Context: an optimization exercise on an open-source flow, tuned for small area, a short achievable clock period and few clock cycles per item. The choices shown serve that exercise and are no tape-out recipe. RTL that was checked went through simulation tests only; none was proved equivalent to the original. Power is estimated from default activity; no workload was simulated. The flow treats the clock pin as an ideal source, which a real chip does not have.

==> trial 88 <==
==> flow/design.v <==
package neural_pkg;
  typedef logic signed [15:0] sample_t;
  typedef logic signed [31:0] mua_t;
  typedef logic [5:0] ch_t;
  typedef logic signed [7:0] coeff_t;
  localparam int FIR_TAPS = 4;
  localparam logic [FIR_TAPS*8-1:0] FIR_COEFFS = {
    -8'sd2,
    -8'sd1,
    8'sd1,
    8'sd2
  };
  localparam int RES_W = 19;
endpackage
module sync_fifo #(
  parameter int DATA_W = 19,
  parameter int DEPTH  = 16
) (
  input  logic              bus_clk,
  input  logic              rst_n,
  input  logic [DATA_W-1:0] in_data,
  input  logic              in_valid,
  input  logic [3:0]        pend_ch,
  input  logic              in_next,
  output logic              stall_next,
  output logic [DATA_W-1:0] out_data,
  output logic              out_sign,
  output logic [3:0]        out_channel,
  output logic              out_last,
  output logic              out_valid,
  input  logic              out_ready,
  output logic              overflow
);
  localparam int WIDTH = DATA_W + 4;
  localparam int PW = $clog2(DEPTH);
  localparam int CW = $clog2(DEPTH + 1);
  logic [DATA_W-1:0] pend;
  logic              pend_v;
  logic [WIDTH-1:0]  pend_word;
  logic [WIDTH-1:0] ring [DEPTH];
  logic [CW-1:0] n;
  logic [PW-1:0] twait;
  logic [PW-1:0] hwait;
  logic n_zero;
  logic full;
  logic at_tail;
  logic hold;
  logic ring_wr;
  logic lose;
  logic pend_v_d;
  logic overflow_d;
  logic [WIDTH-1:0] head_d;
  assign pend_word = {pend_ch, pend};
  assign n_zero  = (n == '0);
  assign full    = out_valid ? (n == CW'(DEPTH - 1)) : (n == CW'(DEPTH));
  assign at_tail = n_zero || (twait == '0);
  assign lose    = pend_v && full;
  assign hold    = pend_v && !full && !at_tail;
  assign ring_wr = pend_v && at_tail && (n != CW'(DEPTH));
  assign pend_v_d   = hold ? pend_v : in_valid;
  assign overflow_d = overflow || lose;
  assign head_d = ring_wr ? pend_word : ring[DEPTH-1];
  logic head_free;
  logic from_ring;
  logic from_pend;
  logic ring_push;
  logic load;
  assign head_free = !out_valid || out_ready;
  assign from_ring = head_free && !n_zero && (hwait == '0);
  assign from_pend = head_free && n_zero && pend_v;
  assign ring_push = pend_v && !full && !from_pend && at_tail;
  assign load      = from_ring || from_pend;
  assign stall_next = (pend_v_d && (n >= CW'(DEPTH - 2)))
                   || (overflow_d && (in_next || pend_v_d));
  always_ff @(posedge bus_clk) begin
    if (!hold) begin
      pend <= in_data;
    end
  end
  always_ff @(posedge bus_clk) begin
    for (int i = 1; i < DEPTH; i++) begin
      ring[i] <= ring[i-1];
    end
    ring[0] <= head_d;
  end
  always_ff @(posedge bus_clk) begin
    if (load) begin
      out_data    <= head_d[DATA_W-1:0];
      out_channel <= head_d[WIDTH-1:DATA_W];
      out_last    <= (head_d[WIDTH-1:DATA_W] == 4'hf);
    end
  end
  always_ff @(posedge bus_clk) begin
    if (load || !out_valid) begin
      out_sign <= head_d[DATA_W-1];
    end
  end
  always_ff @(posedge bus_clk or negedge rst_n) begin
    if (!rst_n) begin
      pend_v    <= 1'b0;
      n         <= '0;
      twait     <= '0;
      hwait     <= '0;
      out_valid <= 1'b0;
      overflow  <= 1'b0;
    end else begin
      pend_v    <= pend_v_d;
      if (ring_push && !from_ring) begin
        n <= n + 1'b1;
      end else if (from_ring && !ring_push) begin
        n <= n - 1'b1;
      end
      twait     <= ring_push ? '0 : twait - 1'b1;
      if (ring_push && n_zero) begin
        hwait <= PW'(DEPTH - 1);
      end else if (from_ring) begin
        hwait <= '0;
      end else begin
        hwait <= hwait - 1'b1;
      end
      out_valid <= load || (out_valid && !out_ready);
      overflow  <= overflow_d;
    end
  end
endmodule
module fir_bandpass #(
  parameter int NUM_CH = 16
) (
  input  logic                          bus_clk,
  input  logic                          rst_n,
  input  logic [15:0]                   in_data,
  input  logic                          in_valid,
  output logic                          in_ready,
  input  logic                          stall_next,
  output logic                          taken,
  output logic [neural_pkg::RES_W-1:0]  out_data,
  output logic [3:0]                    pend_channel,
  output logic                          out_valid
);
  localparam int RES_W = neural_pkg::RES_W;
  logic [3:0]  next_ch;
  logic [3:0]  wait_cnt;
  logic [1:0]  frame;
  logic        v0;
  logic [15:0] r1 [NUM_CH];
  logic [15:0] r2 [NUM_CH];
  logic [15:0] r3 [NUM_CH];
  logic [15:0] x1, x2, x3;
  logic [RES_W-2:0] part;
  assign taken = in_valid && in_ready;
  logic busy;
  always_ff @(posedge bus_clk or negedge rst_n) begin
    if (!rst_n) begin
      busy <= 1'b0;
    end else begin
      busy <= !((taken || wait_cnt == 4'd1) && !stall_next);
    end
  end
  assign in_ready = !busy;
  always_ff @(posedge bus_clk or negedge rst_n) begin
    if (!rst_n) begin
      next_ch  <= '0;
      wait_cnt <= '0;
      frame    <= '0;
      v0       <= 1'b0;
    end else begin
      v0 <= taken;
      if (taken) begin
        next_ch <= next_ch + 1'b1;
        if (next_ch == 4'(NUM_CH - 1) && frame != 2'd3) begin
          frame <= frame + 1'b1;
        end
      end else begin
        wait_cnt <= wait_cnt - 1'b1;
      end
    end
  end
  always_ff @(posedge bus_clk) begin
    for (int i = 1; i < NUM_CH; i++) begin
      r1[i] <= r1[i-1];
      r2[i] <= r2[i-1];
      r3[i] <= r3[i-1];
    end
    if (taken) begin
      r1[0] <= in_data;
      r2[0] <= r1[NUM_CH-1];
      r3[0] <= r2[NUM_CH-1];
    end else begin
      r1[0] <= r1[NUM_CH-1];
      r2[0] <= r2[NUM_CH-1];
      r3[0] <= r3[NUM_CH-1];
    end
  end
  assign x1 = (frame >= 2'd1) ? r1[NUM_CH-1] : '0;
  assign x2 = (frame >= 2'd2) ? r2[NUM_CH-1] : '0;
  assign x3 = (frame >= 2'd3) ? r3[NUM_CH-1] : '0;
  logic signed [RES_W-2:0] p1, p2, p3;
  assign p1 = {{2{x1[15]}}, x1};
  assign p2 = {{2{x2[15]}}, x2};
  assign p3 = {{2{x3[15]}}, x3};
  always_ff @(posedge bus_clk) begin
    part <= p1 - p2 - (p3 <<< 1);
  end
  logic signed [RES_W-1:0] e0, ep;
  assign e0 = {{3{r1[0][15]}}, r1[0]};
  assign ep = {part[RES_W-2], part};
  assign out_data    = (e0 <<< 1) + ep;
  assign pend_channel = next_ch - (v0 ? 4'd2 : 4'd1);
  assign out_valid   = v0;
endmodule
module neural_filter_top (
  input  logic                bus_clk,
  input  logic                rst_n,
  input  logic [15:0]         sample,
  input  logic                sample_valid,
  output logic                sample_ready,
  output logic [31:0]         mua_data,
  output logic [5:0]          mua_channel,
  output logic                mua_last,
  output logic                mua_valid,
  input  logic                mua_ready,
  output logic                overflow
);
  localparam int NUM_CH    = 16;
  localparam int OUT_DEPTH = 16;
localparam int RES_W     = neural_pkg::RES_W;
  logic              taken;
  logic              out_stall;
  logic [RES_W-1:0]  fir_data;
  logic [3:0]        pend_channel;
  logic              fir_valid;
  logic [RES_W-1:0]  mua_res;
  logic [3:0]        mua_ch;
  logic              mua_sign;
  fir_bandpass #(
    .NUM_CH (NUM_CH)
  ) fir_band_pass (
    .bus_clk      (bus_clk),
    .rst_n        (rst_n),
    .in_data      (sample),
    .in_valid     (sample_valid),
    .in_ready     (sample_ready),
    .stall_next   (out_stall),
    .taken        (taken),
    .out_data     (fir_data),
    .pend_channel (pend_channel),
    .out_valid    (fir_valid)
  );
  sync_fifo #(
    .DATA_W (RES_W),
    .DEPTH  (OUT_DEPTH)
  ) mua_fifo (
    .bus_clk     (bus_clk),
    .rst_n       (rst_n),
    .in_data     (fir_data),
    .in_valid    (fir_valid),
    .pend_ch     (pend_channel),
    .in_next     (taken),
    .stall_next  (out_stall),
    .out_data    (mua_res),
    .out_sign    (mua_sign),
    .out_channel (mua_ch),
    .out_last    (mua_last),
    .out_valid   (mua_valid),
    .out_ready   (mua_ready),
    .overflow    (overflow)
  );
  assign mua_data    = {{7{mua_sign}}, {(25-RES_W){mua_res[RES_W-1]}}, mua_res};
  assign mua_channel = {2'b00, mua_ch};
endmodule
==> flow/flow/run.sh <==
#!/bin/bash
# Layout with the standard ORFS flow (standard.sh: standard synthesis,
# floorplan, power grid, placement, CTS, routing), changing only how it
# optimises:
#  - ports are buffered with buf_4 rather than the default buffer cell
#  - CTS clusters up to 34 sinks within 85 um and adds no dummy loads
#  - repair_timing works towards a setup slack of SETUP_SLACK_MARGIN
# The clock period and constraints are the standard flow's, unchanged.
set -euo pipefail
export BUFFER_PORTS_ARGS="-buffer_cell sky130_fd_sc_hd__buf_2"
export CTS_ARGS="-sink_clustering_enable -repair_clock_nets -sink_clustering_size 34 -sink_clustering_max_diameter 85 -dont_use_dummy_load"
export SETUP_SLACK_MARGIN=10
bash standard.sh finish > standard_flow.log 2>&1
==> flow/standard.sh <==
#!/bin/bash
# synth_recipe.tcl (not shown) runs the flow's synth.tcl, then flattens the netlist and writes it again
# the make line also repeats each setting of config.mk as NAME=value (left out here)
make -C /OpenROAD-flow-scripts/flow DESIGN_CONFIG=/design/flow/config.mk WORK_HOME=/design/flow/orfs CLKGATE_MAP_FILE= SYNTH_SCRIPT=/design/flow/synth_recipe.tcl "${@:-finish}"
==> flow/config.mk <==
export PLATFORM = sky130hd
export DESIGN_NAME = neural_filter_top
export DESIGN_NICKNAME = neural_filter_top
export VERILOG_FILES = /design/flow/design.v
export SDC_FILE = /design/flow/constraint.sdc
export NUM_CORES = 4
export LEC_CHECK = 0
export CAP_MARGIN = 20
export CORE_MARGIN = 2
export CORE_UTILIZATION = 45
export CTS_CLUSTER_DIAMETER = 80
export CTS_CLUSTER_SIZE = 30
export PLACE_DENSITY = 0.6
export SLEW_MARGIN = 20
==> flow/constraint.sdc <==
create_clock -name core_clock -period 14.0 [get_ports {bus_clk}]
set_input_delay 2.8000 -clock core_clock [delete_from_list [all_inputs] [get_ports {bus_clk}]]
set_output_delay 2.8000 -clock core_clock [all_outputs]
set_load 0.01 [all_outputs]
==> inputs of trial 65, as changes to trial 88 <==
--- a/flow/design.v
+++ b/flow/design.v
@@ -24,7 +24,6 @@
   input  logic              in_next,
   output logic              stall_next,
   output logic [DATA_W-1:0] out_data,
-  output logic              out_sign,
   output logic [3:0]        out_channel,
   output logic              out_last,
   output logic              out_valid,
@@ -59,19 +58,35 @@
   assign ring_wr = pend_v && at_tail && (n != CW'(DEPTH));
   assign pend_v_d   = hold ? pend_v : in_valid;
   assign overflow_d = overflow || lose;
-  assign head_d = ring_wr ? pend_word : ring[DEPTH-1];
-  logic head_free;
-  logic from_ring;
-  logic from_pend;
-  logic ring_push;
-  logic load;
-  assign head_free = !out_valid || out_ready;
-  assign from_ring = head_free && !n_zero && (hwait == '0);
-  assign from_pend = head_free && n_zero && pend_v;
-  assign ring_push = pend_v && !full && !from_pend && at_tail;
-  assign load      = from_ring || from_pend;
-  assign stall_next = (pend_v_d && (n >= CW'(DEPTH - 2)))
-                   || (overflow_d && (in_next || pend_v_d));
+  assign head_d = n_zero ? pend_word : ring[DEPTH-1];
+  logic          load_c      [2];
+  logic          out_valid_c [2];
+  logic [CW-1:0] n_c         [2];
+  logic [PW-1:0] twait_c     [2];
+  logic [PW-1:0] hwait_c     [2];
+  logic          stall_c     [2];
+  for (genvar r = 0; r < 2; r++) begin : g_ready
+    logic head_free;
+    logic from_ring;
+    logic from_pend;
+    logic ring_push;
+    logic full_d;
+    assign head_free = !out_valid || (r == 1);
+    assign from_ring = head_free && !n_zero && (hwait == '0);
+    assign from_pend = head_free && n_zero && pend_v;
+    assign ring_push = pend_v && !full && !from_pend && at_tail;
+    assign load_c[r]      = from_ring || from_pend;
+    assign out_valid_c[r] = from_ring || from_pend || (out_valid && (r == 0));
+    assign n_c[r]         = ring_push ? (from_ring ? n : n + 1'b1)
+                                      : (from_ring ? n - 1'b1 : n);
+    assign twait_c[r]     = ring_push ? '0 : twait - 1'b1;
+    assign hwait_c[r]     = (ring_push && n_zero) ? PW'(DEPTH - 1) :
+                            from_ring             ? '0 : hwait - 1'b1;
+    assign full_d     = out_valid_c[r] ? (n_c[r] == CW'(DEPTH - 1))
+                                       : (n_c[r] == CW'(DEPTH));
+    assign stall_c[r] = (pend_v_d && full_d) || (overflow_d && (in_next || pend_v_d));
+  end
+  assign stall_next = out_ready ? stall_c[1] : stall_c[0];
   always_ff @(posedge bus_clk) begin
     if (!hold) begin
       pend <= in_data;
@@ -81,18 +96,13 @@
     for (int i = 1; i < DEPTH; i++) begin
       ring[i] <= ring[i-1];
     end
-    ring[0] <= head_d;
-  end
-  always_ff @(posedge bus_clk) begin
-    if (load) begin
+    ring[0] <= ring_wr ? pend_word : ring[DEPTH-1];
+  end
+  always_ff @(posedge bus_clk) begin
+    if (out_ready ? load_c[1] : load_c[0]) begin
       out_data    <= head_d[DATA_W-1:0];
       out_channel <= head_d[WIDTH-1:DATA_W];
       out_last    <= (head_d[WIDTH-1:DATA_W] == 4'hf);
-    end
-  end
-  always_ff @(posedge bus_clk) begin
-    if (load || !out_valid) begin
-      out_sign <= head_d[DATA_W-1];
     end
   end
   always_ff @(posedge bus_clk or negedge rst_n) begin
@@ -105,20 +115,10 @@
       overflow  <= 1'b0;
     end else begin
       pend_v    <= pend_v_d;
-      if (ring_push && !from_ring) begin
-        n <= n + 1'b1;
-      end else if (from_ring && !ring_push) begin
-        n <= n - 1'b1;
-      end
-      twait     <= ring_push ? '0 : twait - 1'b1;
-      if (ring_push && n_zero) begin
-        hwait <= PW'(DEPTH - 1);
-      end else if (from_ring) begin
-        hwait <= '0;
-      end else begin
-        hwait <= hwait - 1'b1;
-      end
-      out_valid <= load || (out_valid && !out_ready);
+      n         <= out_ready ? n_c[1] : n_c[0];
+      twait     <= out_ready ? twait_c[1] : twait_c[0];
+      hwait     <= out_ready ? hwait_c[1] : hwait_c[0];
+      out_valid <= out_ready ? out_valid_c[1] : out_valid_c[0];
       overflow  <= overflow_d;
     end
   end
@@ -148,15 +148,13 @@
   logic [15:0] x1, x2, x3;
   logic [RES_W-2:0] part;
   assign taken = in_valid && in_ready;
-  logic busy;
   always_ff @(posedge bus_clk or negedge rst_n) begin
     if (!rst_n) begin
-      busy <= 1'b0;
-    end else begin
-      busy <= !((taken || wait_cnt == 4'd1) && !stall_next);
-    end
-  end
-  assign in_ready = !busy;
+      in_ready <= 1'b1;
+    end else begin
+      in_ready <= (taken || wait_cnt == 4'd1) && !stall_next;
+    end
+  end
   always_ff @(posedge bus_clk or negedge rst_n) begin
     if (!rst_n) begin
       next_ch  <= '0;
@@ -231,7 +229,6 @@
   logic              fir_valid;
   logic [RES_W-1:0]  mua_res;
   logic [3:0]        mua_ch;
-  logic              mua_sign;
   fir_bandpass #(
     .NUM_CH (NUM_CH)
   ) fir_band_pass (
@@ -258,13 +255,12 @@
     .in_next     (taken),
     .stall_next  (out_stall),
     .out_data    (mua_res),
-    .out_sign    (mua_sign),
     .out_channel (mua_ch),
     .out_last    (mua_last),
     .out_valid   (mua_valid),
     .out_ready   (mua_ready),
     .overflow    (overflow)
   );
-  assign mua_data    = {{7{mua_sign}}, {(25-RES_W){mua_res[RES_W-1]}}, mua_res};
+  assign mua_data    = {{(32-RES_W){mua_res[RES_W-1]}}, mua_res};
   assign mua_channel = {2'b00, mua_ch};
 endmodule
==> flow/flow/run.sh (replaced) <==
#!/bin/bash
# Layout with the standard ORFS flow (standard.sh: standard synthesis,
# floorplan, power grid, placement, CTS, routing), changing only how it
# optimises:
#  - ports are buffered with buf_4 rather than the default buffer cell
#  - CTS clusters up to 30 sinks within 80 um and adds no dummy loads
#  - repair_timing works towards a setup slack of SETUP_SLACK_MARGIN
# The clock period and constraints are the standard flow's, unchanged.
set -euo pipefail
export BUFFER_PORTS_ARGS="-buffer_cell sky130_fd_sc_hd__buf_4"
export CTS_ARGS="-sink_clustering_enable -repair_clock_nets -sink_clustering_size 30 -sink_clustering_max_diameter 80 -dont_use_dummy_load"
export SETUP_SLACK_MARGIN=10
bash standard.sh finish > standard_flow.log 2>&1
Settings changed: ABC_AREA from default to 1, CTS_CLUSTER_DIAMETER 80 to default, CTS_CLUSTER_SIZE 30 to default.
==> inputs of build 63, as changes to trial 88 <==
--- a/flow/design.v
+++ b/flow/design.v
@@ -24,7 +24,7 @@
   input  logic              in_next,
   output logic              stall_next,
   output logic [DATA_W-1:0] out_data,
-  output logic              out_sign,
+  output logic [1:0]        out_sign,
   output logic [3:0]        out_channel,
   output logic              out_last,
   output logic              out_valid,
@@ -40,7 +40,7 @@
   logic [WIDTH-1:0] ring [DEPTH];
   logic [CW-1:0] n;
   logic [PW-1:0] twait;
-  logic [PW-1:0] hwait;
+  logic          at_head;
   logic n_zero;
   logic full;
   logic at_tail;
@@ -54,6 +54,7 @@
   assign n_zero  = (n == '0);
   assign full    = out_valid ? (n == CW'(DEPTH - 1)) : (n == CW'(DEPTH));
   assign at_tail = n_zero || (twait == '0);
+  assign at_head = !n_zero && (twait == n[PW-1:0]);
   assign lose    = pend_v && full;
   assign hold    = pend_v && !full && !at_tail;
   assign ring_wr = pend_v && at_tail && (n != CW'(DEPTH));
@@ -66,10 +67,26 @@
   logic ring_push;
   logic load;
   assign head_free = !out_valid || out_ready;
-  assign from_ring = head_free && !n_zero && (hwait == '0);
+  assign from_ring = head_free && at_head;
   assign from_pend = head_free && n_zero && pend_v;
   assign ring_push = pend_v && !full && !from_pend && at_tail;
   assign load      = from_ring || from_pend;
+  logic [CW-1:0] n_inc;
+  logic [CW-1:0] n_dec;
+  logic          push_free;
+  logic          push_busy;
+  logic          read_free;
+  logic          read_busy;
+  logic [CW-1:0] n_d;
+  assign n_inc     = n + 1'b1;
+  assign n_dec     = n - 1'b1;
+  assign read_free = at_head;
+  assign read_busy = !out_valid && read_free;
+  assign push_free = pend_v && !full && !n_zero && at_tail;
+  assign push_busy = pend_v && !full && !(!out_valid && n_zero) && at_tail;
+  assign n_d = out_ready
+             ? (push_free ? (read_free ? n : n_inc) : (read_free ? n_dec : n))
+             : (push_busy ? (read_busy ? n : n_inc) : (read_busy ? n_dec : n));
   assign stall_next = (pend_v_d && (n >= CW'(DEPTH - 2)))
                    || (overflow_d && (in_next || pend_v_d));
   always_ff @(posedge bus_clk) begin
@@ -92,7 +109,12 @@
   end
   always_ff @(posedge bus_clk) begin
     if (load || !out_valid) begin
-      out_sign <= head_d[DATA_W-1];
+      out_sign[0] <= head_d[DATA_W-1];
+    end
+  end
+  always_ff @(posedge bus_clk) begin
+    if (load || (!out_valid && pend_v)) begin
+      out_sign[1] <= head_d[DATA_W-1];
     end
   end
   always_ff @(posedge bus_clk or negedge rst_n) begin
@@ -100,24 +122,12 @@
       pend_v    <= 1'b0;
       n         <= '0;
       twait     <= '0;
-      hwait     <= '0;
       out_valid <= 1'b0;
       overflow  <= 1'b0;
     end else begin
       pend_v    <= pend_v_d;
-      if (ring_push && !from_ring) begin
-        n <= n + 1'b1;
-      end else if (from_ring && !ring_push) begin
-        n <= n - 1'b1;
-      end
+      n         <= n_d;
       twait     <= ring_push ? '0 : twait - 1'b1;
-      if (ring_push && n_zero) begin
-        hwait <= PW'(DEPTH - 1);
-      end else if (from_ring) begin
-        hwait <= '0;
-      end else begin
-        hwait <= hwait - 1'b1;
-      end
       out_valid <= load || (out_valid && !out_ready);
       overflow  <= overflow_d;
     end
@@ -231,7 +241,7 @@
   logic              fir_valid;
   logic [RES_W-1:0]  mua_res;
   logic [3:0]        mua_ch;
-  logic              mua_sign;
+  logic [1:0]        mua_sign;
   fir_bandpass #(
     .NUM_CH (NUM_CH)
   ) fir_band_pass (
@@ -265,6 +275,6 @@
     .out_ready   (mua_ready),
     .overflow    (overflow)
   );
-  assign mua_data    = {{7{mua_sign}}, {(25-RES_W){mua_res[RES_W-1]}}, mua_res};
+  assign mua_data    = {{4{mua_sign[1]}}, {5{mua_sign[0]}}, {(23-RES_W){mua_res[RES_W-1]}}, mua_res};
   assign mua_channel = {2'b00, mua_ch};
 endmodule
--- a/flow/flow/run.sh
+++ b/flow/flow/run.sh
@@ -2,7 +2,7 @@
 # Layout with the standard ORFS flow (standard.sh: standard synthesis,
 # floorplan, power grid, placement, CTS, routing), changing only how it
 # optimises:
-#  - ports are buffered with buf_4 rather than the default buffer cell
+#  - ports are buffered with buf_2 rather than the default buffer cell
 #  - CTS clusters up to 34 sinks within 85 um and adds no dummy loads
 #  - repair_timing works towards a setup slack of SETUP_SLACK_MARGIN
 # The clock period and constraints are the standard flow's, unchanged.
Settings changed: CORE_UTILIZATION 45 to 80, CTS_CLUSTER_DIAMETER 80 to default, CTS_CLUSTER_SIZE 30 to default, PLACE_DENSITY 0.6 to 0.88.
==> metrics.md <==
| Metric | Value |
|---|---|
| Clock latency (worst-skew pair) | 610 ps |
| Multi-In Gates | 539 |
| Fraction of the mapped netlist area in adder cells | under 10% |
| Run status | finished clean |
| Number of cells in the finished layout apart from fillers | 2396 |
| Final weighted congestion in routability-driven placement | 0.840 |
-- figures above: build 63

==> metrics.md <==
| Metric | Value |
|---|---|
| Final hold vios | 0 |
| Multi-In Gates | ~450 |
| Final weighted congestion in routability-driven placement | 0.773 |
| Routed WL | 36700 um |
| Number of cells in the finished layout apart from fillers | roughly 2700 |
| Top library cells by usage in the layout, fill and taps aside | sky130_fd_sc_hd__dfxtp_1, sky130_fd_sc_hd__inv_1, sky130_fd_sc_hd__buf_2 |
| Fraction of the mapped netlist area in adder cells | 3.43% |
| Run status | finished clean |
| Clock latency (worst-skew pair) | 610 ps |
-- figures above: trial 88

==> metrics.md <==
| Metric | Value |
|---|---|
| Multi-In Gates | between 700 and 800 |
| Clock latency (worst-skew pair) | 620 ps |
| Number of enable-type register cells in the synthesized netlist | 43 |
| Switching share of total power | around 27% |
| Final weighted congestion in routability-driven placement | 0.829 |
| Number of cells in the finished layout apart from fillers | 3071 |
| Cell Int Power | 5.96 mW |
| Run status | finished clean |
| Die Footprint | about 69000 um2 |
| Setup slack, reg-to-reg | 10290 ps |
-- figures above: trial 65

Testbench counts of trial 65, summed over its fixed seeds: cycles 6,168, items 6,144.
Testbench counts of build 63, summed over its fixed seeds: cycles 6,168, items 6,144.
The RTL of trial 88 was laid out without a check of its function.

separate check: timing with driven ports:
The results above use ideal ports. As a check the final layouts listed here were re-extracted and re-timed, cells and wires unchanged.
Step 1, drivers: a clkbuf_16 drives bus_clk and a buf_2 each remaining input, both assumed.
Step 2 moves the port delays by t, midway between the first and last clock arrival at a register: inputs arrive t later, outputs are due t later. That takes back most of the time a late clock gives input paths.
Slacks: ideal ports / drivers / drivers and shift; pairs: ideal ports / drivers.
run | t (ns) | setup WS [ns] | worst slew at a driven data input, ns
trial 88 | 0.643 | 9.918 / 9.905 / 9.308 | 0.03
trial 65 | 0.641 | 9.865 / 9.808 / 9.512 | 0.09
build 63 | 0.656 | 9.974 / 9.918 / 9.463 | 0.07
After both steps setup and hold are still met in every run listed. For trial 88, which loses most, drivers alone change the setup slack by -0.013 ns; drivers and shift together by -0.610 ns.
